Context: an optimization exercise on an open-source flow, tuned for small area, a short achievable clock period and few clock cycles per item. The choices shown serve that exercise and are no tape-out recipe.
At most, simulation tests tie the RTL to the original design; equivalence was not proved.
No functional check of the RTL was part of runs 1 to 5.

==> flow/design.v <==
`default_nettype none
module kalman_filter_mc #(
    parameter int DW    = 13,
    parameter int CH    = 3,
    parameter int CW    = 2,
    parameter int FRAC  = 12,
    parameter int Q_DEF = 1,
    parameter int R_DEF = 64,
    parameter int B     = 2           
) (
    input  logic              clk,
    input  logic              rst_n,
    input  logic              cfg_we,
    input  logic [DW-2:0]     q_cfg,
    input  logic [DW-2:0]     r_cfg,
    input  logic              clr,
    input  logic              in_valid,
    output logic              in_ready,
    input  logic [CW-1:0]     in_ch,
    input  logic signed [DW-1:0] in_data,
    output logic              out_valid,
    output logic [CW-1:0]     out_ch,
    output logic signed [DW-1:0] out_data
);
    localparam int PW  = DW - 1;            
    localparam int KW  = FRAC + 1;          
    localparam int DNW = PW + 2;            
    localparam int NIT = FRAC / B;          
    logic [PW-1:0] r_q, r_r;         
    logic [PW-1:0] r_qe, r_re;       
    logic          r_dirty;          
    logic signed [DW-1:0] r_x  [CH];
    logic [PW-1:0]        r_p  [CH];
    logic [KW-1:0]        r_k  [CH];    
    logic [PW-1:0]        r_pn [CH];    
    logic [CH-1:0]        r_seeded;
    logic [CH-1:0]        r_kv;         
    logic [CH-1:0]        r_fx;         
    logic                 r_s_valid;
    logic [CW-1:0]        r_s_ch;
    logic signed [DW-1:0] r_s_z;
    logic                 r_in_ready;
    logic                 r_in_ready_o;     
    logic                 r_out_valid;
    logic [CW-1:0]        r_out_ch;
    logic signed [DW-1:0] r_out_data;
    logic                 r_e_busy;     
    logic                 r_e_mul;      
    logic [CW-1:0]        r_e_ch;
    logic [$clog2(NIT+1)-1:0] r_e_cnt;
    logic [PW-1:0]        r_e_pf;
    logic [DNW-1:0]       r_e_den;
    logic [DNW-1:0]       r_e_rem;
    logic                 r_e_q12;
    logic [FRAC-1:0]      r_e_q;
    logic                 r_e_dz;       
    logic [CH-1:0]        r_s_oh;       
    logic                 w_s_seeded, w_s_kv, w_s_k12, w_fire;
    logic [CH-1:0]        w_xsel;
    logic signed [DW-1:0] w_ma, w_mb, w_msum, w_xn;
    logic [FRAC-1:0]      w_k;
    logic signed [DW:0]   w_innov;
    logic signed [FRAC+DW+1:0] w_acc;
    always_comb begin
        w_s_seeded = |(r_s_oh & r_seeded);
        w_s_kv     = |(r_s_oh & r_kv);
        w_fire     = r_s_valid && (!w_s_seeded || (w_s_kv && !r_e_mul));
        w_xsel     = r_e_mul ? '0 : r_s_oh;
        w_mb       = r_e_mul ? DW'(r_e_pf) : '0;
        w_k        = r_e_mul ? r_e_q : '0;
        w_s_k12    = 1'b0;
        for (int c = 0; c < CH; c++) begin
            w_mb    = w_mb | (r_x[c] & {DW{w_xsel[c]}});
            w_k     = w_k | (r_k[c][FRAC-1:0] & {FRAC{w_xsel[c]}});
            w_s_k12 = w_s_k12 | (r_k[c][FRAC] & r_s_oh[c]);
        end
        w_ma       = r_e_mul ? '0 : r_s_z;
        w_innov    = (DW+1)'(w_ma) - (DW+1)'(w_mb);
        w_acc      = $signed({w_mb, {FRAC{r_e_mul}}}) + $signed({1'b0, w_k}) * w_innov;
        w_msum     = w_acc[FRAC+DW-1:FRAC];
        w_xn       = (w_s_seeded && !w_s_k12) ? w_msum : r_s_z;
    end
    logic [DNW-1:0] w_rem [B+1];
    logic [B-1:0]   w_qb;
    logic [DNW:0]   w_t   [B];
    logic           w_e_last;
    logic [FRAC-1:0] w_e_q;
    logic [PW-1:0]  w_e_pn;
    logic           w_e_fx;
    always_comb begin
        w_rem[0] = r_e_rem;
        for (int i = 0; i < B; i++) begin
            w_t[i] = {w_rem[i], 1'b0} - {1'b0, r_e_den};
            w_qb[B-1-i] = !w_t[i][DNW] && !r_e_dz;
            w_rem[i+1]  = w_qb[B-1-i] ? w_t[i][DNW-1:0] : {w_rem[i][DNW-2:0], 1'b0};
        end
        w_e_last = (r_e_cnt == 1);
        w_e_q    = {r_e_q[FRAC-1-B:0], w_qb};
        w_e_pn   = w_msum[PW-1:0] & {PW{!r_e_q12}};
        w_e_fx   = (w_e_pn == r_p[r_e_ch]);
    end
    logic           w_l_go;
    logic [CW-1:0]  w_l_ch;
    logic [PW:0]    w_l_psum;
    logic [PW-1:0]  w_l_pf;
    logic [DNW-1:0] w_l_den;
    logic           w_l_r0;
    logic           w_inval;
    logic           w_e_done;
    logic           w_e_free;
    logic [CH-1:0]  w_cand;
    always_comb begin
        w_inval  = r_in_ready && r_dirty;
        w_e_done = r_e_mul;
        w_e_free = !r_e_busy;
        for (int c = 0; c < CH; c++)
            w_cand[c] = !r_kv[c] && r_seeded[c] && !(w_fire && r_s_ch == CW'(c))
                        && !((r_e_busy || r_e_mul) && r_e_ch == CW'(c));
        w_l_go = 1'b0;
        w_l_ch = '0;
        for (int c = CH-1; c >= 0; c--)
            if (w_cand[c]) begin
                w_l_go = 1'b1;
                w_l_ch = CW'(c);
            end
        if (r_s_valid && w_cand[r_s_ch])
            w_l_ch = r_s_ch;
        w_l_go   = w_l_go && w_e_free && !w_inval;
        w_l_psum = {1'b0, r_p[w_l_ch]} + {1'b0, r_qe};
        w_l_pf   = w_l_psum[PW] ? '1 : w_l_psum[PW-1:0];
        w_l_den  = DNW'(w_l_pf) + DNW'(r_re);
        w_l_r0   = (r_re == '0);
    end
    logic [CH-1:0] w_seeded_n, w_kv_n, w_ok_n;
    logic          w_e_abort, w_e_mul_n;
    always_comb begin
        w_e_abort = w_inval || (w_fire && !w_s_seeded && r_s_ch == r_e_ch);
        w_e_mul_n = r_e_busy && w_e_last && !w_e_abort;
        for (int c = 0; c < CH; c++) begin
            w_seeded_n[c] = r_seeded[c] && !clr;
            w_kv_n[c]     = r_kv[c];
            if (w_e_done && !w_e_abort && r_e_ch == CW'(c))
                w_kv_n[c] = 1'b1;
            if (w_fire && r_s_ch == CW'(c)) begin
                w_seeded_n[c] = 1'b1;
                w_kv_n[c]     = w_s_seeded && r_fx[c];
            end
            if (w_inval)
                w_kv_n[c] = 1'b0;
            w_ok_n[c] = !w_seeded_n[c] || (w_kv_n[c] && !w_e_mul_n);
        end
    end
    logic w_rdy_n, w_rdy_o_n;
    always_comb begin
        if (r_in_ready)
            w_rdy_n = !in_valid || in_ch == 2'd3 || w_ok_n[in_ch];
        else
            w_rdy_n = !r_s_valid || w_fire || w_ok_n[r_s_ch];
        w_rdy_o_n = w_ok_n[r_in_ready ? in_ch : r_s_ch];
        if (r_in_ready ? (!in_valid || in_ch == 2'd3) : (!r_s_valid || w_fire))
            w_rdy_o_n = 1'b1;
    end
    always_ff @(posedge clk or negedge rst_n) begin
        if (!rst_n) begin
            r_qe        <= PW'(Q_DEF);
            r_re        <= PW'(R_DEF);
            r_dirty     <= 1'b0;
            r_seeded    <= '0;
            r_kv        <= '0;
            r_s_valid   <= 1'b0;
            r_in_ready  <= 1'b0;
            r_in_ready_o <= 1'b0;
            r_out_valid <= 1'b0;
            r_e_busy    <= 1'b0;
            r_e_mul     <= 1'b0;
        end else begin
            if (r_in_ready) begin
                if (r_dirty) begin
                    r_qe <= r_q;
                    r_re <= r_r;
                end
                r_dirty <= cfg_we;
            end else if (cfg_we) begin
                r_dirty <= 1'b1;
            end
            r_seeded    <= w_seeded_n;
            r_kv        <= w_kv_n;
            r_out_valid <= w_fire;
            if (r_in_ready)
                r_s_valid <= in_valid && (in_ch != 2'd3);
            else
                r_s_valid <= r_s_valid && !w_fire;
            r_in_ready <= w_rdy_n;
            r_in_ready_o <= w_rdy_o_n;
            if (w_l_go) begin
                r_e_busy <= 1'b1;
                r_e_mul  <= 1'b0;
            end else if (w_e_abort) begin
                r_e_busy <= 1'b0;
                r_e_mul  <= 1'b0;
            end else if (r_e_busy && w_e_last) begin
                r_e_busy <= 1'b0;
                r_e_mul  <= 1'b1;
            end else if (w_e_done) begin
                r_e_mul  <= 1'b0;
            end
        end
    end
    always_ff @(posedge clk) begin
        if (cfg_we) begin
            r_q <= q_cfg;
            r_r <= r_cfg;
        end
        if (r_in_ready) begin
            r_s_z  <= in_data;
            r_s_ch <= in_ch;
            for (int c = 0; c < CH; c++)
                r_s_oh[c] <= (in_ch == CW'(c));
        end
        for (int c = 0; c < CH; c++)
            if (w_fire && r_s_oh[c]) begin
                r_x[c] <= w_xn;
                r_p[c] <= w_s_seeded ? r_pn[c] : r_re;
            end
        r_out_ch   <= r_s_ch;
        r_out_data <= w_xn;
        if (w_e_done) begin
            r_k[r_e_ch]  <= {r_e_q12, r_e_q};
            r_pn[r_e_ch] <= w_e_pn;
            r_fx[r_e_ch] <= w_e_fx;
        end
        if (w_l_go) begin
            r_e_ch  <= w_l_ch;
            r_e_cnt <= NIT[$bits(r_e_cnt)-1:0];
            r_e_pf  <= w_l_pf;
            r_e_den <= w_l_den;
            r_e_dz  <= (w_l_den == '0);
            r_e_rem <= w_l_r0 ? '0 : DNW'(w_l_pf);
            r_e_q12 <= w_l_r0 && w_l_pf != '0;
        end else begin
            r_e_cnt <= r_e_cnt - 1'b1;
            r_e_rem <= w_rem[B];
            if (r_e_busy)
                r_e_q <= w_e_q;
        end
    end
    assign in_ready  = r_in_ready_o;
    assign out_valid = r_out_valid;
    assign out_ch    = r_out_ch;
    assign out_data  = r_out_data;
endmodule
`default_nettype wire
==> flow/run.sh <==
#!/bin/bash
# synth_recipe.tcl (not shown) runs the flow's synth.tcl, then flattens the netlist and writes it again
# the make line also repeats each setting of config.mk as NAME=value (left out here)
make -C /OpenROAD-flow-scripts/flow DESIGN_CONFIG=/design/flow/config.mk WORK_HOME=/design/flow/orfs CLKGATE_MAP_FILE= SYNTH_SCRIPT=/design/flow/synth_recipe.tcl finish
==> flow/config.mk <==
export PLATFORM = sky130hd
export DESIGN_NAME = kalman_filter_mc
export DESIGN_NICKNAME = kalman_filter_mc
export VERILOG_FILES = /design/flow/design.v
export SDC_FILE = /design/flow/constraint.sdc
export NUM_CORES = 4
export LEC_CHECK = 0
export CAP_MARGIN = 20
export CORE_MARGIN = 2
export CORE_UTILIZATION = 40
export SLEW_MARGIN = 20
==> flow/constraint.sdc <==
create_clock -name core_clock -period 50.0 [get_ports {clk}]
set_input_delay 10.0000 -clock core_clock [delete_from_list [all_inputs] [get_ports {clk}]]
set_output_delay 10.0000 -clock core_clock [all_outputs]
set_load 0.01 [all_outputs]
==> results.sh, run 1 <==
export IMPL_final_core_util_pct=45.3
export IMPL_vias=15600
export IMPL_cts_buffers=37
export IMPL_die_x_um=236
export IMPL_core_area_mm2=0.0536
export IMPL_ys_flop_type="edfxtp_1"
export IMPL_finalNonFillerCells=2846
export IMPL_hold_buffers=0
export IMPL_reg2reg_from="r_e_mul"
export IMPL_nets=2471
export IMPL_synthCells=2065
export IMPL_htreeDepth=2
export IMPL_fin_crit_sh_pct=23.2
export IMPL_critPathMaxFanout=63
export IMPL_dp_cells=2777
export IMPL_setup_viol=0
export IMPL_tritoncts="yes"
export IMPL_required_ns=50.23
export IMPL_pre_cts_slack_ns=38.31
export IMPL_gr_total_overflow=0
export IMPL_grt_pass1_vias=15600
export IMPL_grt_usage_pct=20.5
export IMPL_clk_latency_ns=0.57
export IMPL_holdCritStartpoint="r_r[4]"
export IMPL_yosys_register_bits=305
export IMPL_post_cts_buffers=0
export IMPL_path_delay_family="compound AO/OA/AOI/OAI gates"
export IMPL_synthTopCellsByArea="edfxtp_1 (33%), fa_1 (16%), ha_1 (7.7%), nand2_1 (5.2%), inv_1 (4.3%)"
export IMPL_endpoint_kind="flip-flop"
export IMPL_setup_tns_ns=0
export IMPL_cts_resized_gates=0
export IMPL_grt_max_degree=64
export IMPL_cts_root_buf="clkbuf_16"
export IMPL_grt_pass1_wl_um=88800
export IMPL_synthTopCellsByCount="nand2_1 (299), inv_1 (250), edfxtp_1 (234)"
export IMPL_antenna_left=0
export IMPL_cts_max_path_buffers=3
export IMPL_worstMarginPinSlew_ns=1.18
export IMPL_first_iter_violations=1129
export IMPL_place_gp_congestion=0.890
export IMPL_ys_async_sr_fraction_pct=12.1
export IMPL_finalHoldViolCount=0
export IMPL_yosysWarningCount=5
export IMPL_clock_fmax_mhz=86.4
export IMPL_syn_num_nets=2415
export IMPL_area_growth_pct=12.3
export IMPL_rows=85
export IMPL_fin_ws_ns=38.42
export IMPL_fin_worst_skew_ns=0.0266
export IMPL_fp_dieArea_mm2=0.0559
export IMPL_status="no timing/DRC/antenna violations"
export IMPL_slowest_stage="fa_1"
export IMPL_cp_arrival_ns=11.81
export IMPL_worstSetupStartpoint="r_e_mul"
export IMPL_antenna_found_initial=0
export IMPL_portBuffers=60
export IMPL_wire_per_inst_um=20.1
export IMPL_synth_top_area_cell="edfxtp_1"
export IMPL_cp_buffers_inverters=4
export IMPL_synth_edf_count=234
export IMPL_antennaDiodeCount=0
export IMPL_rsz0062_at_grt="no"
export IMPL_path_common_cell="fa_1"
export IMPL_synth_cell_types=85
export IMPL_drive_above_1_share_pct=7.02
export IMPL_placed_cell_area_mm2=0.0230
export IMPL_wl_um=57300
export IMPL_fillers=5037
export IMPL_dp_hpwl_um=43200
export IMPL_post_synth_top_count_cell="nand2_1"
export IMPL_slew_viol_final=0
export IMPL_floorplan_initialDensity_pct=40.3
export IMPL_crit_type="flip-flop to flip-flop"
export IMPL_drt_first_pass_iters=6
export IMPL_synthDominantCellAreaShare_pct=32.5
export IMPL_critPathMaxStageDelay_ns=0.81
export IMPL_avgSynthCellArea_um2=10.5
export IMPL_cap_viol_max_count=0
export IMPL_final_area_mm2=0.0243
export IMPL_path_clk_slew_ns=0.06
export IMPL_synth_area_mm2=0.0216
export IMPL_cts_sinks=305
export IMPL_die_y_um=236
export IMPL_io_pins=61
export IMPL_vias_per_cell=5.49
export IMPL_drc=0
export IMPL_period_minus_slack_ns=11.58
export IMPL_start_kind="flip-flop"
export IMPL_slew_headroom_pct=20.7
export IMPL_min_delay_path_class="flip-flop to flip-flop"
export IMPL_yosysSeqAreaShare_pct=39.9
per-layer routing:
layer	part of all wire (%)	vias to the layer above	track usage, %
met1	45	7778	29.0
met5	0	-	0
met2	46	539	32.9
met4	3.1	0	6.58
met3	6.4	101	2.77
li1	-	7205	-
cell families (layout without fill, tap and decap cells):
group / after synthesis / after routing / synth area share, %
adder cells (fa/ha/maj): 306 / 306 / 23.7
AO/OA/AOI/OAI: 369 / 369 / 12.2
AND/OR/NAND/NOR: 643 / 643 / 13.4
multiplexers: 33 / 33 / 1.68
XOR/XNOR: 81 / 81 / 3.28
flip-flops: 305 / 305 / 39.9
buffers and inverters: 328 / 413 / 5.79
state kept, by name (all words and copies together), names as in the netlist, 12 cells and up:
signal      flops
r_p            36
r_e_den        13
r_out_data     13
r_qe           12
r_re           12
r_e_q          12
r_pn           36
r_s_z          13
r_e_rem        14
r_q            12
r_k            39
r_x            39
r_e_pf         12
r_r            12
area by class of cell:
class | count | area (µm²) | area share [%]
multi-input cells | 1432 | 11800 | 48.4
flip-flops and latches | 305 | 8640 | 35.6
clock buffers | 52 | 1060 | 4.38
inverters | 251 | 942 | 3.88
well taps | 696 | 871 | 3.59
repair buffers | 94 | 841 | 3.46
clock inverters | 16 | 166 | 0.686
path summary, 6_finish.rpt:
path / cells after the start / slack (ns) / to
max: 33 / 38.42 / r_x[0][12]
min: 2 / 0.44 / r_re[4]
max reg2reg: 33 / 38.42 / r_x[0][12]
min reg2reg: 2 / 0.44 / r_re[4]
max in group asynchronous: 1 / 39.73 / r_e_mul
min in group asynchronous: 1 / 9.58 / r_re[3]
through the flow:
| stage | hold slack [ns] |
|---|---|
| floorplan | 0.329 |
| global placement | 0.419 |
| detailed placement | 0.427 |
| CTS | 0.442 |
| global route | 0.459 |
| finish | 0.437 |
placed cells by master, fill, tap and decap left out, types with 11 or more instances in the layout:
cell type,n
o21ai_0,75
a22oi_1,31
mux2_2,16
nand2b_1,24
a221o_1,11
mux2i_1,16
inv_1,250
clkdlybuf4s50_1,58
nand2_1,299
a21oi_1,64
or2_2,13
ha_1,133
buf_4,32
fa_1,173
and3_1,11
xor2_1,25
nor2_1,149
nor3_1,21
dfrtp_1,34
nor4_1,11
nand3_1,25
a221oi_1,18
a22o_1,22
and2_1,13
edfxtp_1,234
o21a_1,12
nor2b_1,32
xnor2_1,56
a21o_1,23
clkbuf_16,38
dfxtp_1,34
worst reg2reg max path: cells and delay by family (launching register included):
kind	cells	cell delay (ns)
adders and majority gates	8	4.09
and+or+nand+nor	4	0.62
DFF	1	0.33
buffers and inverters	4	1.10
AOI/OAI and AO/OA	16	4.91
xor gates and xnor gates	1	0.23
==> inputs of run 2 (changes only) <==
--- a/flow/design.v
+++ b/flow/design.v
@@ -8,3 +8,3 @@
     parameter int R_DEF = 64,
-    parameter int B     = 2           
+    parameter int B     = 3           
 ) (
==> run 2 against run 1 <==
Effect of this change:
- register-to-register slack lost 0.52 ns
- sequential share of layout area is 1.2 points lower
- highest routed layer unchanged
- critical endpoint is now r_fx[1]
- worst hold slack improved by 0.0093 ns
- via count is 3.3% higher
- global-route usage up 0.40 points
- setup slack lost 0.52 ns
- die area increased by 3.4%
- critical path depth is 3 higher
- clock skew decreased by 0.0015 ns
==> results.sh, run 2 <==
export IMPL_setup_tns_ns=0
export IMPL_critPathMaxStageDelay_ns=0.91
export IMPL_die_y_um=240
export IMPL_wl_um=59300
export IMPL_yosysSeqAreaShare_pct=38.6
export IMPL_dp_hpwl_um=45800
export IMPL_drc=0
export IMPL_synthTopCellsByArea="edfxtp_1 (31%), fa_1 (15%), ha_1 (8.1%), inv_1 (4.4%), nand2_1 (4.2%)"
export IMPL_clk_latency_ns=0.55
export IMPL_yosys_register_bits=305
export IMPL_vias=16100
export IMPL_nets=2541
export IMPL_io_pins=61
export IMPL_reg2reg_from="r_e_mul"
export IMPL_wire_per_inst_um=20.1
export IMPL_holdPathStages=1
export IMPL_r2r_end="r_fx[1]"
export IMPL_fin_worst_skew_ns=0.0252
export IMPL_portBuffers=60
export IMPL_rsz0062_at_grt="no"
export IMPL_required_ns=50.33
export IMPL_grt_pass1_vias=16200
export IMPL_htreeDepth=2
export IMPL_status="no timing/DRC/antenna violations"
export IMPL_synth_cell_types=90
export IMPL_antenna_left=0
export IMPL_pre_cts_slack_ns=38.09
export IMPL_finalNonFillerCells=2956
export IMPL_ys_flop_type="edfxtp_1"
export IMPL_area_growth_pct=12.2
export IMPL_drt_first_pass_iters=6
export IMPL_cts_buffers=36
export IMPL_cts_resized_gates=0
export IMPL_antenna_found_initial=1
export IMPL_vias_per_cell=5.46
export IMPL_slew_headroom_pct=23.9
export IMPL_path_clk_slew_ns=0.06
export IMPL_cts_root_buf="clkbuf_16"
export IMPL_period_minus_slack_ns=12.10
export IMPL_fin_crit_sh_pct=24.2
export IMPL_synthCells=2122
export IMPL_floorplan_initialDensity_pct=40.5
export IMPL_yosysWarningCount=5
export IMPL_top_regs="r_k x39, r_x x39"
export IMPL_cts_sinks=305
export IMPL_finalHoldViolCount=0
export IMPL_cts_max_path_buffers=3
export IMPL_synth_area_mm2=0.0224
export IMPL_worstMarginPinSlew_ns=1.13
export IMPL_hold_buffers=0
export IMPL_dp_cells=2889
export IMPL_r2r_cells=36
export IMPL_post_cts_buffers=0
export IMPL_mostFrequentLayoutCells="inv_1 (263), nand2_1 (248), edfxtp_1 (234), fa_1 (173), ha_1 (145)"
export IMPL_grt_pass1_wl_um=92700
export IMPL_layout_commonest_cell="inv_1"
export IMPL_r2r_slack_ns=37.90
export IMPL_ys_async_sr_fraction_pct=12.1
export IMPL_holdWs_ns=0.447
export IMPL_syn_num_nets=2484
export IMPL_synth_top_area_cell="edfxtp_1"
export IMPL_rows=86
export IMPL_place_gp_congestion=0.896
export IMPL_first_iter_violations=1357
export IMPL_die_x_um=240
export IMPL_slowest_stage="a211oi_1"
export IMPL_hold_end="r_e_cnt[0]"
export IMPL_post_synth_top_count_cell="inv_1"
export IMPL_grt_max_degree=42
export IMPL_core_area_mm2=0.0552
export IMPL_tritoncts="yes"
export IMPL_clock_fmax_mhz=82.7
export IMPL_critPathMaxFanout=34
export IMPL_min_delay_path_class="flip-flop to flip-flop"
export IMPL_cp_arrival_ns=12.43
export IMPL_synthDominantCellAreaShare_pct=31.4
export IMPL_crit_type="flip-flop to flip-flop"
export IMPL_setup_viol=0
export IMPL_synth_edf_count=234
export IMPL_avgSynthCellArea_um2=10.5
export IMPL_holdCritStartpoint="r_e_cnt[0]"
export IMPL_fp_dieArea_mm2=0.0578
export IMPL_drive_above_1_share_pct=8.07
export IMPL_final_core_util_pct=45.5
export IMPL_slew_viol_final=0
export IMPL_start_kind="flip-flop"
export IMPL_grt_usage_pct=20.9
export IMPL_fin_ws_ns=37.90
export IMPL_synthTopCellsByCount="inv_1 (263), nand2_1 (248), edfxtp_1 (234)"
export IMPL_gr_total_overflow=0
export IMPL_endpoint_kind="flip-flop"
export IMPL_cap_viol_max_count=0
[run 2: cell count changes after synthesis, sizes merged, moves of 6 or more]
| cell | previous run | this run |
|---|---|---|
| nor3 | 21 | 34 |
| o22ai | 7 | 0 |
| nand2 | 299 | 248 |
| ha | 133 | 145 |
| nor2b | 35 | 43 |
| mux2 | 16 | 39 |
| o211ai | 5 | 11 |
| o21ai | 79 | 86 |
| xnor2 | 56 | 64 |
| inv | 251 | 263 |
| o21bai | 5 | 20 |
| nand4 | 5 | 12 |
| clkbuf | 67 | 56 |
| nor4 | 11 | 5 |
[run 2: per-stage QoR]
step / cell area (µm²)
floorplan: 22400
global placement: 23800
detailed placement: 23800
CTS: 25100
global route: 25100
finish: 25100
[run 2: routing by layer]
layer	up-vias	part of all wire (%)	track usage (%)
li1	7478	-	-
met1	8070	44	29.1
met2	491	46	33.6
met3	93	6.4	3.57
met4	0	2.8	6.15
met5	-	0	0
[run 2: final cells by class]
class                   count  area, µm²
repair buffers             89        803
multi-input cells        1483      12500
well taps                 748        936
clock buffers              43        968
flip-flops and latches    305       8640
clock inverters            23        274
inverters                 264        991
fillers                  5157      30100
diodes                      1       2.50
[run 2: cell families (layout without fill, tap and decap cells)]
kind of cell / count (synthesis) / count (layout) / share of synthesized area (%)
flops: 305 / 305 / 38.6
mux: 53 / 53 / 2.59
xor+xnor: 93 / 93 / 3.64
other cells: 0 / 1 / 0
fa+ha+maj: 318 / 318 / 23.6
buf+inv: 334 / 419 / 5.67
simple gates: 611 / 611 / 12.8
compound gates: 408 / 408 / 13.1
[run 2: worst max-delay path by stage]
| stage | start | endpoint | slack [ns] |
|---|---|---|---|
| finish | r_e_mul | r_fx[1] | 37.90 |
| global route | r_e_mul | r_fx[1] | 37.19 |
| CTS | r_e_mul | r_fx[1] | 38.07 |
| detailed placement | r_e_mul | r_fx[2] | 38.09 |
| global placement | cfg_we | r_q[0] | 38.43 |
| floorplan | in_ch[0] | r_in_ready | 39.10 |
[run 2: worst max-delay path: cells and delay by family (launching register included)]
kind            cells  cell delay, ns
simple gates        6            0.94
flops               1            0.78
fa+ha+maj           8            3.67
buf+inv             4            0.82
xor+xnor            2            1.10
compound gates     16            4.56
==> inputs of run 3 (changes only) <==
--- a/flow/design.v
+++ b/flow/design.v
@@ -37,3 +37,3 @@
     logic [CH-1:0]        r_kv;         
-    logic [CH-1:0]        r_fx;         
+    logic [CH-1:0]        w_fx;         
     logic                 r_s_valid;
@@ -49,3 +49,3 @@
     logic [CW-1:0]        r_e_ch;
-    logic [$clog2(NIT+1)-1:0] r_e_cnt;
+    logic [3:0]           r_e_cnt;
     logic [PW-1:0]        r_e_pf;
@@ -88,3 +88,2 @@
     logic [PW-1:0]  w_e_pn;
-    logic           w_e_fx;
     always_comb begin
@@ -99,5 +98,7 @@
         w_e_pn   = w_msum[PW-1:0] & {PW{!r_e_q12}};
-        w_e_fx   = (w_e_pn == r_p[r_e_ch]);
-    end
-    logic           w_l_go;
+        for (int c = 0; c < CH; c++)
+            w_fx[c] = (r_pn[c] == r_p[c]);
+    end
+    logic           w_l_go, w_l_byp;
+    logic [PW-1:0]  w_l_p;
     logic [CW-1:0]  w_l_ch;
@@ -127,4 +128,8 @@
             w_l_ch = r_s_ch;
-        w_l_go   = w_l_go && w_e_free && !w_inval;
-        w_l_psum = {1'b0, r_p[w_l_ch]} + {1'b0, r_qe};
+        w_l_byp  = w_fire && w_s_seeded && !(|(r_s_oh & w_fx));
+        if (w_l_byp)
+            w_l_ch = r_s_ch;
+        w_l_go   = (w_l_go || w_l_byp) && w_e_free && !w_inval;
+        w_l_p    = w_l_byp ? r_pn[r_s_ch] : r_p[w_l_ch];
+        w_l_psum = {1'b0, w_l_p} + {1'b0, r_qe};
         w_l_pf   = w_l_psum[PW] ? '1 : w_l_psum[PW-1:0];
@@ -145,3 +150,3 @@
                 w_seeded_n[c] = 1'b1;
-                w_kv_n[c]     = w_s_seeded && r_fx[c];
+                w_kv_n[c]     = w_s_seeded && w_fx[c];
             end
@@ -229,3 +234,2 @@
             r_pn[r_e_ch] <= w_e_pn;
-            r_fx[r_e_ch] <= w_e_fx;
         end
@@ -233,3 +237,3 @@
             r_e_ch  <= w_l_ch;
-            r_e_cnt <= NIT[$bits(r_e_cnt)-1:0];
+            r_e_cnt <= 4'(NIT);
             r_e_pf  <= w_l_pf;
==> run 3 against run 2 <==
Effect of this change:
- first-iteration DRC count decreased by 13%
- still clean on timing, DRC and antenna
- register-to-register slack better by 0.56 ns
- critical path type unchanged
==> results.sh, run 3 <==
export IMPL_crit_type="flip-flop to flip-flop"
export IMPL_nets=2498
export IMPL_crit_path_end="r_x[2][7]"
export IMPL_min_delay_path_class="flip-flop to flip-flop"
export IMPL_grt_pass1_vias=16000
export IMPL_area_growth_pct=11.9
export IMPL_vias=15800
export IMPL_floorplan_initialDensity_pct=40.4
export IMPL_cts_max_path_buffers=3
export IMPL_dp_hpwl_um=43900
export IMPL_path_clk_slew_ns=0.06
export IMPL_r2r_cells=38
export IMPL_path_common_cell="fa_1"
export IMPL_post_cts_buffers=0
export IMPL_critPathMaxStageDelay_ns=0.76
export IMPL_tritoncts="yes"
export IMPL_max_flop_register="r_pn"
export IMPL_avgSynthCellArea_um2=10.7
export IMPL_io_pins=61
export IMPL_drc=0
export IMPL_critPathMaxFanout=28
export IMPL_cts_buffers=37
export IMPL_grt_usage_pct=21.0
export IMPL_fp_dieArea_mm2=0.0576
export IMPL_clock_fmax_mhz=86.6
export IMPL_synthTopCellsByCount="nand2_1 (281), inv_1 (247), edfxtp_1 (243)"
export IMPL_drive_above_1_share_pct=6.91
export IMPL_fin_worst_skew_ns=0.0167
export IMPL_cap_viol_max_count=0
export IMPL_slew_viol_final=0
export IMPL_start_kind="flip-flop"
export IMPL_fillers=5231
export IMPL_yosysWarningCount=5
export IMPL_wire_per_inst_um=20.1
export IMPL_mostFrequentLayoutCells="nand2_1 (281), inv_1 (247), edfxtp_1 (243), fa_1 (173), nor2_1 (151)"
export IMPL_htreeDepth=2
export IMPL_post_synth_top_count_cell="nand2_1"
export IMPL_yosys_register_bits=315
export IMPL_antenna_left=0
export IMPL_largest_register_ffs=48
export IMPL_wl_um=58800
export IMPL_r2r_slack_ns=38.46
export IMPL_antenna_found_initial=3
export IMPL_finalNonFillerCells=2921
export IMPL_finalHoldViolCount=0
export IMPL_synthTopCellsByArea="edfxtp_1 (33%), fa_1 (16%), ha_1 (7.6%), nand2_1 (4.7%), xnor2_1 (4.2%)"
export IMPL_setup_tns_ns=0
export IMPL_core_area_mm2=0.0551
export IMPL_die_y_um=240
export IMPL_dp_cells=2854
export IMPL_period_minus_slack_ns=11.54
export IMPL_cts_root_buf="clkbuf_16"
export IMPL_fin_crit_sh_pct=23.1
export IMPL_synth_area_mm2=0.0223
export IMPL_worstSetupStartpoint="r_e_mul"
export IMPL_grt_max_degree=41
export IMPL_hold_buffers=0
export IMPL_status="no timing/DRC/antenna violations"
export IMPL_place_gp_congestion=0.904
export IMPL_rows=86
export IMPL_cts_sinks=315
export IMPL_endpoint_kind="flip-flop"
export IMPL_synth_cell_types=80
export IMPL_ys_flop_type="edfxtp_1"
export IMPL_slew_headroom_pct=20.1
export IMPL_worstMarginPinSlew_ns=1.19
export IMPL_top_regs="r_pn x48, r_k x39, r_x x39"
export IMPL_yosysSeqAreaShare_pct=40.1
export IMPL_synth_top_area_cell="edfxtp_1"
export IMPL_first_iter_violations=1180
export IMPL_drt_first_pass_iters=6
export IMPL_cp_arrival_ns=11.77
export IMPL_required_ns=50.23
export IMPL_cts_resized_gates=0
export IMPL_rsz0062_at_grt="no"
export IMPL_synthDominantCellAreaShare_pct=32.7
export IMPL_reg2reg_from="r_e_mul"
export IMPL_vias_per_cell=5.40
export IMPL_r2r_end="r_x[2][7]"
export IMPL_synthCells=2085
export IMPL_syn_num_nets=2438
export IMPL_holdWs_ns=0.382
export IMPL_slowest_stage="dfrtp_2"
export IMPL_grt_pass1_wl_um=91900
export IMPL_portBuffers=60
export IMPL_final_area_mm2=0.0249
export IMPL_gr_total_overflow=0
export IMPL_placed_cell_area_mm2=0.0238
export IMPL_ys_async_sr_fraction_pct=11.7
export IMPL_clk_latency_ns=0.56
export IMPL_die_x_um=240
export IMPL_synth_edf_count=243
export IMPL_layout_commonest_cell="nand2_1"
export IMPL_setup_viol=0
-- run 3: cell count changes after synthesis, moves of 11 or more --
cell / before / now
nand2_1: 248 / 281
nor3_1: 33 / 16
mux4_2: 0 / 12
inv_1: 263 / 247
xnor2_1: 64 / 108
or2_2: 16 / 1
nor2_1: 144 / 155
-- run 3: worst min-delay path by stage --
stage                    from           to  depth (start not counted)
detailed placement  r_s_ch[1]  r_out_ch[1]                          0
global route        r_s_ch[1]  r_out_ch[1]                          0
global placement    r_s_ch[1]  r_out_ch[1]                          0
finish              r_s_ch[1]  r_out_ch[1]                          0
floorplan           r_s_ch[1]  r_out_ch[1]                          0
CTS                 r_s_ch[1]  r_out_ch[1]                          0
-- run 3: kinds of logic (layout without fill, tap and decap cells) --
kind of cell | count (synthesis) | after routing | share of synthesized area, %
AO/OA/AOI/OAI | 358 | 358 | 10.8
XOR/XNOR | 142 | 142 | 5.68
adder cells (fa/ha/maj) | 309 | 309 | 23.2
buffers and inverters | 316 | 403 | 5.35
flip-flops | 315 | 315 | 40.1
multiplexers | 50 | 50 | 3.09
other | 0 | 1 | 0
AND/OR/NAND/NOR | 595 | 595 | 11.8
-- run 3: through the flow --
stage / setup WS, ns / utilization (%)
2_1_floorplan: 39.19 / -
3_3_place_gp: 38.38 / 43.2
3_5_place_dp: 38.34 / 43.2
4_1_cts: 38.50 / 45.3
5_1_grt: 37.65 / 45.3
6_report: 38.46 / 45.3
-- run 3: metal layers --
metal / up-vias / wire length [µm] / GRT usage [%]
met5: - / 0 / 0
met4: 0 / 1710 / 6.38
met3: 106 / 4010 / 3.59
met2: 514 / 27100 / 33.9
met1: 7890 / 25900 / 29.0
li1: 7255 / - / -
-- run 3: critical path, delay by kind of cell, from the launching register on --
| kind | cells | cell delay [ns] |
|---|---|---|
| flip-flops | 1 | 0.76 |
| AO/OA/AOI/OAI | 15 | 4.45 |
| buffers and inverters | 5 | 0.43 |
| adder cells (fa/ha/maj) | 8 | 3.63 |
| AND/OR/NAND/NOR | 8 | 1.25 |
| XOR/XNOR | 2 | 0.71 |
-- run 3: layout make-up --
type	count	area, µm²	area share (%)
Clock inverter	16	139	0.557
Clock buffer	50	995	3.99
Multi-Input combinational cell	1454	12200	49.0
Inverter	251	942	3.78
Antenna cell	1	2.50	0.0100
Timing Repair Buffer	86	786	3.15
Tap cell	748	936	3.75
Sequential cell	315	8930	35.8
==> inputs of run 4 (changes only) <==
--- a/flow/design.v
+++ b/flow/design.v
@@ -57,5 +57,8 @@
     logic [CH-1:0]        r_s_oh;       
-    logic                 w_s_seeded, w_s_kv, w_s_k12, w_fire;
-    logic [CH-1:0]        w_xsel;
-    logic signed [DW-1:0] w_ma, w_mb, w_msum, w_xn;
+    logic [CH-1:0]        r_xsel;       
+    logic [CH-1:0]        r_ksel;       
+    logic                 r_zsel;       
+    logic                 r_csel;       
+    logic                 w_s_seeded, w_s_kv, w_fire;
+    logic signed [DW-1:0] w_ma, w_mb, w_msum;
     logic [FRAC-1:0]      w_k;
@@ -66,17 +69,13 @@
         w_s_kv     = |(r_s_oh & r_kv);
-        w_fire     = r_s_valid && (!w_s_seeded || (w_s_kv && !r_e_mul));
-        w_xsel     = r_e_mul ? '0 : r_s_oh;
-        w_mb       = r_e_mul ? DW'(r_e_pf) : '0;
-        w_k        = r_e_mul ? r_e_q : '0;
-        w_s_k12    = 1'b0;
+        w_fire     = r_s_valid && !r_e_mul && (!w_s_seeded || w_s_kv);
+        w_mb       = (DW'(r_e_pf) & {DW{r_e_mul}}) | (r_s_z & {DW{r_zsel}});
+        w_k        = r_e_q & {FRAC{r_e_mul}};
         for (int c = 0; c < CH; c++) begin
-            w_mb    = w_mb | (r_x[c] & {DW{w_xsel[c]}});
-            w_k     = w_k | (r_k[c][FRAC-1:0] & {FRAC{w_xsel[c]}});
-            w_s_k12 = w_s_k12 | (r_k[c][FRAC] & r_s_oh[c]);
-        end
-        w_ma       = r_e_mul ? '0 : r_s_z;
+            w_mb    = w_mb | (r_x[c] & {DW{r_xsel[c]}});
+            w_k     = w_k | (r_k[c][FRAC-1:0] & {FRAC{r_ksel[c]}});
+        end
+        w_ma       = r_s_z & {DW{!r_e_mul}};
         w_innov    = (DW+1)'(w_ma) - (DW+1)'(w_mb);
-        w_acc      = $signed({w_mb, {FRAC{r_e_mul}}}) + $signed({1'b0, w_k}) * w_innov;
+        w_acc      = $signed({w_mb, {FRAC{r_csel}}}) + $signed({1'b0, w_k}) * w_innov;
         w_msum     = w_acc[FRAC+DW-1:FRAC];
-        w_xn       = (w_s_seeded && !w_s_k12) ? w_msum : r_s_z;
     end
@@ -154,3 +153,3 @@
                 w_kv_n[c] = 1'b0;
-            w_ok_n[c] = !w_seeded_n[c] || (w_kv_n[c] && !w_e_mul_n);
+            w_ok_n[c] = !w_e_mul_n && (!w_seeded_n[c] || w_kv_n[c]);
         end
@@ -166,2 +165,11 @@
             w_rdy_o_n = 1'b1;
+    end
+    logic [CH-1:0] w_oh_n, w_k12_n, w_xsel_n, w_ksel_n;
+    always_comb begin
+        for (int c = 0; c < CH; c++) begin
+            w_oh_n[c]   = r_in_ready ? (in_ch == CW'(c)) : r_s_oh[c];
+            w_k12_n[c]  = (r_e_mul && r_e_ch == CW'(c)) ? r_e_q12 : r_k[c][FRAC];
+            w_ksel_n[c] = w_oh_n[c] && w_seeded_n[c] && !w_e_mul_n;
+            w_xsel_n[c] = w_ksel_n[c] && !w_k12_n[c];
+        end
     end
@@ -221,4 +229,2 @@
             r_s_ch <= in_ch;
-            for (int c = 0; c < CH; c++)
-                r_s_oh[c] <= (in_ch == CW'(c));
         end
@@ -226,3 +232,3 @@
             if (w_fire && r_s_oh[c]) begin
-                r_x[c] <= w_xn;
+                r_x[c] <= w_msum;
                 r_p[c] <= w_s_seeded ? r_pn[c] : r_re;
@@ -230,3 +236,8 @@
         r_out_ch   <= r_s_ch;
-        r_out_data <= w_xn;
+        r_out_data <= w_msum;
+        r_s_oh     <= w_oh_n;
+        r_xsel     <= w_xsel_n;
+        r_ksel     <= w_ksel_n;
+        r_zsel     <= !w_e_mul_n && !(|w_xsel_n);
+        r_csel     <= !(|w_xsel_n);
         if (w_e_done) begin
==> run 4 against run 3 <==
Effect of this change:
- clock skew up 0.011 ns
- cell area up 1.0%
- wire length down 0.89%
- critical path depth down 37
- synthesized area up 0.93%
- non-clock buffer count down 8
- setup slack better by 0.050 ns
- largest cell class unchanged
- highest routed layer unchanged
==> results.sh, run 4 <==
export IMPL_htreeDepth=2
export IMPL_yosysWarningCount=5
export IMPL_worstSetupPathDepth=1
export IMPL_vias=15700
export IMPL_start_kind="flip-flop"
export IMPL_vias_per_cell=5.30
export IMPL_critPathMaxFanout=1
export IMPL_status="no timing/DRC/antenna violations"
export IMPL_grt_pass1_wl_um=92200
export IMPL_largest_register_ffs=48
export IMPL_antenna_found_initial=0
export IMPL_ys_async_sr_fraction_pct=11.5
export IMPL_critPathMaxStageDelay_ns=0.59
export IMPL_grt_usage_pct=20.7
export IMPL_synth_edf_count=240
export IMPL_rsz0062_at_grt="no"
export IMPL_grt_max_degree=51
export IMPL_synthCells=2124
export IMPL_cts_root_buf="clkbuf_16"
export IMPL_drive_above_1_share_pct=6.52
export IMPL_antenna_left=0
export IMPL_synth_cell_types=74
export IMPL_clock_fmax_mhz=87.0
export IMPL_cts_buffers=37
export IMPL_clk_latency_ns=0.55
export IMPL_yosys_register_bits=323
export IMPL_worstMarginPinSlew_ns=1.17
export IMPL_min_delay_path_class="flip-flop to flip-flop"
export IMPL_drc=0
export IMPL_cp_buffers_inverters=1
export IMPL_antennaDiodeCount=0
export IMPL_cp_arrival_ns=1.49
export IMPL_setup_tns_ns=0
export IMPL_r2r_cells=36
export IMPL_nets=2537
export IMPL_fin_worst_skew_ns=0.0274
export IMPL_die_x_um=241
export IMPL_fp_dieArea_mm2=0.0581
export IMPL_crit_type="flip-flop to output port"
export IMPL_wire_per_inst_um=19.7
export IMPL_cts_max_path_buffers=3
export IMPL_core_area_mm2=0.0553
export IMPL_synth_top_area_cell="edfxtp_1"
export IMPL_ys_flop_type="edfxtp_1"
export IMPL_first_iter_violations=1062
export IMPL_place_gp_congestion=0.906
export IMPL_dp_hpwl_um=44500
export IMPL_synthDominantCellAreaShare_pct=32.0
export IMPL_path_cells="clkdlybuf4s50_1"
export IMPL_wl_um=58200
export IMPL_slew_headroom_pct=21.3
export IMPL_drt_first_pass_iters=5
export IMPL_post_synth_top_count_cell="nand2_1"
export IMPL_slew_viol_final=0
export IMPL_layout_commonest_cell="nand2_1"
export IMPL_path_delay_family="buffers and inverters"
export IMPL_grt_pass1_vias=16200
export IMPL_synthTopCellsByArea="edfxtp_1 (32%), fa_1 (15%), ha_1 (7.8%), nand2_1 (5.8%), inv_1 (4.5%)"
export IMPL_yosysSeqAreaShare_pct=40.3
export IMPL_max_flop_register="r_pn"
export IMPL_synth_area_mm2=0.0225
export IMPL_fin_crit_sh_pct=23.0
export IMPL_endpoint_kind="output port"
export IMPL_synthTopCellsByCount="nand2_1 (348), inv_1 (267), edfxtp_1 (240)"
export IMPL_die_y_um=241
export IMPL_slowest_stage="clkdlybuf4s50_1"
export IMPL_fin_ws_ns=38.51
export IMPL_gr_total_overflow=0
export IMPL_setup_viol=0
export IMPL_holdPathStages=2
export IMPL_area_growth_pct=12.0
export IMPL_post_cts_buffers=0
export IMPL_floorplan_initialDensity_pct=40.7
export IMPL_cap_viol_max_count=0
export IMPL_top_regs="r_pn x48, r_k x39, r_x x39"
export IMPL_finalHoldViolCount=0
export IMPL_io_pins=61
export IMPL_mostFrequentLayoutCells="nand2_1 (348), inv_1 (267), edfxtp_1 (240), fa_1 (173), ha_1 (140)"
export IMPL_pre_cts_slack_ns=38.42
export IMPL_portBuffers=60
export IMPL_required_ns=40.00
export IMPL_tritoncts="yes"
export IMPL_cts_resized_gates=0
export IMPL_period_minus_slack_ns=11.49
export IMPL_hold_buffers=0
export IMPL_avgSynthCellArea_um2=10.6
export IMPL_rows=86
export IMPL_path_clk_slew_ns=0.06
export IMPL_syn_num_nets=2481
export IMPL_cts_sinks=323
run 4: cell types whose count changed after synthesis, sizes merged, moves of 10 or more:
cell / delta
o22ai: +11
a22oi: +11
o21ai: -29
inv: +16
nor2: -39
nand2: +67
and3: +12
or2: +10
a22o: -13
dfxtp: +11
run 4: cells by family (layout without fill, tap and decap cells):
| logic type | count (synthesis) | in the layout | share of synthesized area, % |
|---|---|---|---|
| mux | 54 | 54 | 3.22 |
| xor+xnor | 131 | 131 | 5.16 |
| buf+inv | 328 | 413 | 5.54 |
| flops | 323 | 323 | 40.3 |
| simple gates | 662 | 662 | 13.3 |
| compound gates | 313 | 313 | 9.37 |
| fa+ha+maj | 313 | 313 | 23.2 |
run 4: final timing paths:
check | from | endpoint | slack (ns)
max reg2reg | r_e_mul | r_pn[1][11] | 39.38
max | r_in_ready_o | in_ready | 38.51
max in group asynchronous | rst_n | r_re[2] | 39.90
min | r_r[10] | r_re[10] | 0.44
min in group asynchronous | rst_n | r_re[10] | 9.55
min reg2reg | r_r[10] | r_re[10] | 0.44
run 4: through the flow:
stage / hold slack [ns] / cells / instance area [µm²] / util (%)
final: 0.440 / 2957 / 25200 / 45.5
after global routing: 0.458 / 2957 / 25200 / 45.5
after CTS: 0.444 / 2957 / 25200 / 45.5
after detailed placement: 0.428 / 2889 / 23900 / 43.3
after global placement: 0.431 / 2889 / 23900 / 43.3
after floorplan: 0.329 / 2124 / 22500 / -
run 4: layer usage:
metal	GRT usage, %	routed length, µm	up-vias
li1	-	-	7328
met1	28.1	25600	7824
met2	35.3	28400	434
met3	2.38	2900	82
met4	5.54	1250	0
met5	0	0	-
run 4: final cells by class:
type	instances	area [µm²]
Clock buffer	54	1110
Clock inverter	14	115
Fill cell	5220	30100
Inverter	267	1000
Multi-Input combinational cell	1473	12200
Sequential cell	323	9060
Tap cell	748	936
Timing Repair Buffer	78	731
==> inputs of run 5 (changes only) <==
==> flow/flow/run.sh (new file) <==
#!/bin/bash
set -euo pipefail
bash standard.sh "BUFFER_PORTS_ARGS=-buffer_cell sky130_fd_sc_hd__buf_4" finish > flow_make.log 2>&1
==> flow/standard.sh (new file) <==
#!/bin/bash
# synth_recipe.tcl (not shown) runs the flow's synth.tcl, then flattens the netlist and writes it again
# the make line also repeats each setting of config.mk as NAME=value (left out here)
make -C /OpenROAD-flow-scripts/flow DESIGN_CONFIG=/design/flow/config.mk WORK_HOME=/design/flow/orfs CLKGATE_MAP_FILE= SYNTH_SCRIPT=/design/flow/synth_recipe.tcl "${@:-finish}"
removed: flow/run.sh
==> run 5 against run 4 <==
Effect of this change:
- non-clock buffer count shrank 1
- critical path depth is the same
- via count shrank 0.10%
- cell area shrank 0.61%
- first-iteration DRC count shrank 3.1%
- wire length shrank 0.66%
- worst hold slack is essentially flat
- register-to-register slack gained 0.14 ns
- clock-buffer cell count shrank 6
- global-route usage shrank 0.15 points
==> results.sh, run 5 <==
export IMPL_area_growth_pct=11.3
export IMPL_synth_edf_count=240
export IMPL_synth_top_family_by_area="adder cells"
export IMPL_slew_headroom_pct=24.3
export IMPL_yosysSeqAreaShare_pct=40.3
export IMPL_holdWs_ns=0.440
export IMPL_drc=0
export IMPL_synthTopCellsByCount="nand2_1 (348), inv_1 (267), edfxtp_1 (240)"
export IMPL_synth_top_area_cell="edfxtp_1"
export IMPL_tritoncts="yes"
export IMPL_synth_simple_area_share_pct=13.3
export IMPL_cts_resized_gates=0
export IMPL_post_synth_top_count_cell="nand2_1"
export IMPL_grt_pass1_vias=16000
export IMPL_synth_area_mm2=0.0225
export IMPL_mostFrequentLayoutCells="nand2_1 (347), inv_1 (267), edfxtp_1 (240), fa_1 (173), ha_1 (140)"
export IMPL_vias_per_cell=5.30
export IMPL_largest_register_ffs=48
export IMPL_path_clk_slew_ns=0.06
export IMPL_grt_max_degree=49
export IMPL_vias=15700
export IMPL_worstSetupPathDepth=1
export IMPL_cts_root_buf="clkbuf_16"
export IMPL_ys_async_sr_fraction_pct=11.5
export IMPL_fillers=5225
export IMPL_ys_flop_type="edfxtp_1"
export IMPL_r2r_end="r_pn[1][11]"
export IMPL_max_flop_register="r_pn"
export IMPL_period_minus_slack_ns=11.11
export IMPL_antenna_left=0
export IMPL_nets=2535
export IMPL_wl_um=57800
export IMPL_portBuffers=60
export IMPL_critPathMaxStageDelay_ns=0.40
export IMPL_synthMuxAreaShare_pct=3.22
export IMPL_path_cells="buf_4"
export IMPL_status="no timing/DRC/antenna violations"
export IMPL_cp_arrival_ns=1.11
export IMPL_rows=86
export IMPL_top_regs="r_pn x48, r_k x39, r_x x39"
export IMPL_holdPathStages=2
export IMPL_grt_pass1_wl_um=91600
export IMPL_synthXorXnorAreaFrac_pct=5.16
export IMPL_rsz0062_at_grt="no"
export IMPL_place_gp_congestion=0.919
export IMPL_layout_commonest_cell="nand2_1"
export IMPL_r2r_cells=36
export IMPL_synthDominantCellAreaShare_pct=32.0
export IMPL_worstMarginPinSlew_ns=1.13
export IMPL_cts_buffers=36
export IMPL_synth_adder_area_share_pct=23.2
export IMPL_fin_crit_sh_pct=22.2
export IMPL_finalNonFillerCells=2954
export IMPL_synth_cell_types=74
export IMPL_crit_type="flip-flop to output port"
export IMPL_die_y_um=241
export IMPL_avgSynthCellArea_um2=10.6
export IMPL_required_ns=40.00
export IMPL_drt_first_pass_iters=5
export IMPL_fp_dieArea_mm2=0.0581
export IMPL_setup_tns_ns=0
export IMPL_synthCells=2124
export IMPL_clock_fmax_mhz=90.0
export IMPL_reg2reg_from="r_e_mul"
export IMPL_clk_latency_ns=0.56
export IMPL_hold_buffers=0
export IMPL_critPathMaxFanout=1
export IMPL_wire_per_inst_um=19.6
export IMPL_dp_cells=2888
export IMPL_antenna_found_initial=2
export IMPL_cts_sinks=323
export IMPL_floorplan_initialDensity_pct=40.7
export IMPL_finalHoldViolCount=0
export IMPL_drive_above_1_share_pct=9.21
export IMPL_holdCritStartpoint="r_r[9]"
export IMPL_slew_viol_final=0
export IMPL_fin_worst_skew_ns=0.0326
export IMPL_cp_buffers_inverters=1
export IMPL_cts_max_path_buffers=3
export IMPL_post_cts_buffers=0
export IMPL_gr_total_overflow=0
export IMPL_cap_viol_max_count=0
export IMPL_r2r_slack_ns=39.52
export IMPL_syn_num_nets=2481
export IMPL_endpoint_kind="output port"
export IMPL_die_x_um=241
export IMPL_synthTopCellsByArea="edfxtp_1 (32%), fa_1 (15%), ha_1 (7.8%), nand2_1 (5.8%), inv_1 (4.5%)"
export IMPL_htreeDepth=2
export IMPL_dp_hpwl_um=44100
export IMPL_synth_compound_area_share_pct=9.37
export IMPL_hold_end="r_re[9]"
export IMPL_min_delay_path_class="flip-flop to flip-flop"
export IMPL_yosysWarningCount=5
export IMPL_path_delay_family="flip-flops"
export IMPL_yosys_register_bits=323
export IMPL_setup_viol=0
export IMPL_io_pins=61
export IMPL_grt_usage_pct=20.6
export IMPL_slowest_stage="dfrtp_1"
export IMPL_first_iter_violations=1029
export IMPL_core_area_mm2=0.0553
export IMPL_start_kind="flip-flop"
==> run 5: logic make-up (layout without fill, tap and decap cells) <==
| kind of cell | count (synthesis) | count (layout) |
|---|---|---|
| other cells | 0 | 1 |
| buf+inv | 328 | 409 |
| mux | 54 | 54 |
| simple gates | 662 | 662 |
| compound gates | 313 | 313 |
| flops | 323 | 323 |
| xor+xnor | 131 | 131 |
| fa+ha+maj | 313 | 313 |
==> run 5: worst max-delay path by stage <==
stage	from	to	slack, ns
after floorplan	in_ch[0]	r_in_ready	39.14
after global placement	clr	r_in_ready_o	38.77
after detailed placement	clr	r_in_ready	38.79
after CTS	r_in_ready_o	in_ready	38.87
after global routing	r_e_mul	r_pn[1][11]	38.65
final	r_in_ready_o	in_ready	38.89
==> run 5: layer usage <==
metal	global-route usage [%]	routed length, µm	up-vias
li1	-	-	7332
met1	28.1	25900	7823
met2	34.7	27900	425
met3	2.80	3010	70
met4	4.99	979	2
met5	0	13	-
==> run 5: stage by stage <==
stage / utilization, % / instance area, µm² / setup WS [ns]
4_1_cts: 45.3 / 25000 / 38.87
3_5_place_dp: 43.0 / 23800 / 38.79
6_report: 45.3 / 25000 / 38.89
5_1_grt: 45.3 / 25000 / 38.65
2_1_floorplan: - / 22500 / 39.14
3_3_place_gp: 43.0 / 23800 / 38.77
==> run 5: layout make-up <==
| class | instances | area [µm²] | area share (%) |
|---|---|---|---|
| multi-input cells | 1473 | 12200 | 48.9 |
| clock buffers | 48 | 1030 | 4.10 |
| flip-flops and latches | 323 | 9060 | 36.2 |
| diodes | 1 | 2.50 | 0.0100 |
| inverters | 267 | 1000 | 4.00 |
| clock inverters | 17 | 196 | 0.785 |
| repair buffers | 77 | 578 | 2.31 |
| well taps | 748 | 936 | 3.74 |
==> inputs of run 6 (changes only) <==
--- a/flow/design.v
+++ b/flow/design.v
@@ -131,3 +131,6 @@
         w_l_go   = (w_l_go || w_l_byp) && w_e_free && !w_inval;
-        w_l_p    = w_l_byp ? r_pn[r_s_ch] : r_p[w_l_ch];
+        w_l_p    = '0;
+        for (int c = 0; c < CH; c++)
+            if (w_l_byp ? r_s_oh[c] : (w_l_ch == CW'(c)))
+                w_l_p = w_l_p | (w_l_byp ? r_pn[c] : r_p[c]);
         w_l_psum = {1'b0, w_l_p} + {1'b0, r_qe};
@@ -243,4 +246,7 @@
         if (w_e_done) begin
-            r_k[r_e_ch]  <= {r_e_q12, r_e_q};
-            r_pn[r_e_ch] <= w_e_pn;
+            for (int c = 0; c < CH; c++)
+                if (r_e_ch == CW'(c)) begin
+                    r_k[c]  <= {r_e_q12, r_e_q};
+                    r_pn[c] <= w_e_pn;
+                end
         end
--- a/flow/config.mk
+++ b/flow/config.mk
@@ -9,3 +9,3 @@
 export CORE_MARGIN = 2
-export CORE_UTILIZATION = 40
+export CORE_UTILIZATION = 65
 export SLEW_MARGIN = 20
==> run 6 against run 5 <==
Effect of this change:
- still clean
- non-clock buffer count grew 5
- cell area shrank 3.6%
- die area decreased by 39%
- clock-buffer cell count down 6
- critical path type unchanged
- highest routed layer is now met4
==> results.sh, run 6 <==
export IMPL_status="no timing/DRC/antenna violations"
export IMPL_seqCellArea_mm2=0.00870
export IMPL_multi_input_area_mm2=0.0121
export IMPL_portBuffers=60
export IMPL_die_x_um=188
export IMPL_cts_max_path_buffers=3
export IMPL_synthXorXnorAreaFrac_pct=4.86
export IMPL_ys_async_sr_fraction_pct=11.9
export IMPL_finalNonFillerCells=2622
export IMPL_mostFrequentLayoutCells="inv_1 (287), nand2_1 (278), edfxtp_1 (228), fa_1 (173), ha_1 (138)"
export IMPL_path_clk_slew_ns=0.06
export IMPL_dp_cells=2561
export IMPL_finalHoldViolCount=0
export IMPL_wire_per_inst_um=20.7
export IMPL_cp_buffers_inverters=1
export IMPL_critPathMaxStageDelay_ns=0.36
export IMPL_clock_fmax_mhz=90.6
export IMPL_slew_viol_final=0
export IMPL_floorplan_initialDensity_pct=66.0
export IMPL_grt_usage_pct=31.6
export IMPL_slowest_stage="dfrtp_1"
export IMPL_path_delay_family="flip-flops"
export IMPL_fin_worst_skew_ns=0.0435
export IMPL_cts_buffers=34
export IMPL_nets=2504
export IMPL_crit_type="flip-flop to output port"
export IMPL_gr_total_overflow=0
export IMPL_drive_above_1_share_pct=9.15
export IMPL_place_gp_congestion=0.946
export IMPL_use_met3_pct=5.25
export IMPL_start_kind="flip-flop"
export IMPL_setup_viol=0
export IMPL_synth_edf_count=228
export IMPL_fp_dieArea_mm2=0.0354
export IMPL_first_iter_violations=1081
export IMPL_core_area_mm2=0.0334
export IMPL_cts_resized_gates=0
export IMPL_antenna_found_initial=0
export IMPL_antenna_left=0
export IMPL_synth_top_area_cell="edfxtp_1"
export IMPL_drc=0
export IMPL_synth_top_family_by_area="adder cells"
export IMPL_layout_commonest_cell="inv_1"
export IMPL_period_minus_slack_ns=11.04
export IMPL_fillers=2401
export IMPL_area_growth_pct=9.35
export IMPL_slew_headroom_pct=28.9
export IMPL_cts_root_buf="clkbuf_16"
export IMPL_synth_adder_area_share_pct=23.5
export IMPL_avgSynthCellArea_um2=10.6
export IMPL_post_synth_top_count_cell="inv_1"
export IMPL_endpoint_kind="output port"
export IMPL_worstMarginPinSlew_ns=1.05
export IMPL_grt_pass1_vias=16100
export IMPL_io_pins=61
export IMPL_cp_arrival_ns=1.04
export IMPL_htreeDepth=2
export IMPL_cts_sinks=311
export IMPL_synthTopCellsByArea="edfxtp_1 (31%), fa_1 (16%), ha_1 (7.8%), inv_1 (4.9%), nand2_1 (4.7%)"
export IMPL_syn_num_nets=2442
export IMPL_rows=67
export IMPL_fin_crit_sh_pct=22.1
export IMPL_wl_um=54200
export IMPL_synth_cell_types=81
export IMPL_setup_tns_ns=0
export IMPL_synthCells=2087
export IMPL_hold_buffers=0
export IMPL_rsz0062_at_grt="no"
export IMPL_min_delay_path_class="flip-flop to flip-flop"
export IMPL_grtUsageMet1_pct=40.6
export IMPL_clk_latency_ns=0.55
export IMPL_yosysWarningCount=7
export IMPL_required_ns=40.00
export IMPL_synthMuxAreaShare_pct=4.23
export IMPL_top_regs="r_k x39, r_x x39"
export IMPL_post_cts_buffers=0
export IMPL_grt_pass1_wl_um=86100
export IMPL_yosys_register_bits=311
export IMPL_antennaDiodeCount=0
export IMPL_yosysSeqAreaShare_pct=39.4
export IMPL_tritoncts="yes"
export IMPL_drt_first_pass_iters=6
export IMPL_synthDominantCellAreaShare_pct=31.0
export IMPL_grt_util_met2_pct=53.5
export IMPL_synth_simple_area_share_pct=12.3
export IMPL_die_y_um=188
export IMPL_synth_area_mm2=0.0221
export IMPL_vias_per_cell=5.92
export IMPL_cap_viol_max_count=0
export IMPL_busiest_layer="met2"
export IMPL_synthTopCellsByCount="inv_1 (287), nand2_1 (278), edfxtp_1 (228)"
export IMPL_vias=15500
export IMPL_dp_hpwl_um=41400
export IMPL_grt_max_degree=43
export IMPL_ys_flop_type="edfxtp_1"
export IMPL_critPathMaxFanout=1
export IMPL_synth_compound_area_share_pct=9.78
export IMPL_path_cells="buf_4"
run 6: cell types whose count changed after synthesis, moves of 10 or more:
cell      before  now
mux2i_1       16   57
nor2_1       117  140
mux4_2        12    0
a21oi_1       71   55
inv_1        267  287
nand2_1      348  278
a22oi_1       41   31
o22a_1         0   12
xnor2_1      102   84
edfxtp_1     240  228
and3_1        18    4
run 6: metal layers:
metal / wire, µm / share of wire [%]
met4: 2190 / 4.0
met5: 0 / 0
met2: 26600 / 49
met1: 21800 / 40
met3: 3690 / 6.8
run 6: layout make-up:
class,instances,share of cell area (%)
flip-flops and latches,311,36.0
clock inverters,19,0.685
well taps,448,2.32
inverters,287,4.47
multi-input cells,1433,50.2
repair buffers,82,2.55
clock buffers,42,3.78
run 6: cell families after synthesis:
| logic type | count (synthesis) |
|---|---|
| AOI/OAI and AO/OA | 310 |
| xor gates and xnor gates | 120 |
| adders and majority gates | 311 |
| buffers and inverters | 343 |
| DFF | 311 |
| muxes | 89 |
| and+or+nand+nor | 603 |
run 6: metrics by stage:
| step | setup slack (ns) | cell area, µm² | util, % | hold WS, ns |
|---|---|---|---|---|
| after global placement | 38.92 | 23000 | 68.9 | 0.444 |
| after global routing | 38.41 | 24100 | 72.1 | 0.482 |
| after CTS | 38.93 | 24100 | 72.1 | 0.476 |
| after detailed placement | 38.88 | 23000 | 68.9 | 0.445 |
| final | 38.96 | 24100 | 72.1 | 0.469 |
| after floorplan | 39.14 | 22100 | - | 0.329 |
run 6: worst paths after layout:
path,start,to,slack [ns],cells past startpoint
max,r_out_valid,out_valid,38.96,1
min,r_e_cnt[0],r_e_cnt[0],0.47,1
max reg2reg,r_zsel,r_pn[1][11],39.00,35
min reg2reg,r_e_cnt[0],r_e_cnt[0],0.47,1
max in group asynchronous,rst_n,r_re[6],40.16,1
min in group asynchronous,rst_n,r_qe[5],9.44,1
Testbench counts of run 6, summed over its fixed seeds: cycles 13,158, items 12,000.

-- what the ideal ports hide --
In the flow no input, the clock included, has a driving cell. The finished layouts below were timed again as built, in two steps. Step 1 (the two cells are an assumption about what drives the block):
set clk [get_ports {clk}]
set_driving_cell -lib_cell sky130_fd_sc_hd__clkbuf_16 $clk
set_driving_cell -lib_cell sky130_fd_sc_hd__buf_2 [delete_from_list [all_inputs] $clk]
Step 2 also shifts input and output timing later by t, the mid clock arrival at the registers, as if the neighbouring blocks saw the same clock. Slacks: ideal / step 1 / step 2; pairs: ideal / step 1.
| run | shift t [ns] | setup WS [ns] | slew at the worst register clock pin (ns) | worst slew at a driven data input, ns | cell pins on the clock port's net |
|---|---|---|---|---|---|
| run 1 | 0.601 | 38.425 / 38.425 / 38.425 | 0.06 / 0.06 | 0.07 | 1 |
| run 2 | 0.585 | 37.902 / 37.902 / 37.902 | 0.06 / 0.06 | 0.07 | 1 |
| run 3 | 0.607 | 38.459 / 38.459 / 38.459 | 0.06 / 0.06 | 0.05 | 1 |
| run 4 | 0.597 | 38.509 / 38.452 / 38.350 | 0.07 / 0.07 | 0.08 | 1 |
| run 5 | 0.602 | 38.892 / 38.835 / 38.739 | 0.07 / 0.07 | 0.11 | 1 |
| run 6 | 0.581 | 38.958 / 38.903 / 38.877 | 0.07 / 0.07 | 0.04 | 1 |
After both steps every run listed still meets setup and hold. For run 4, which loses most, drivers alone change the setup slack by -0.057 ns; drivers and shift together by -0.159 ns.
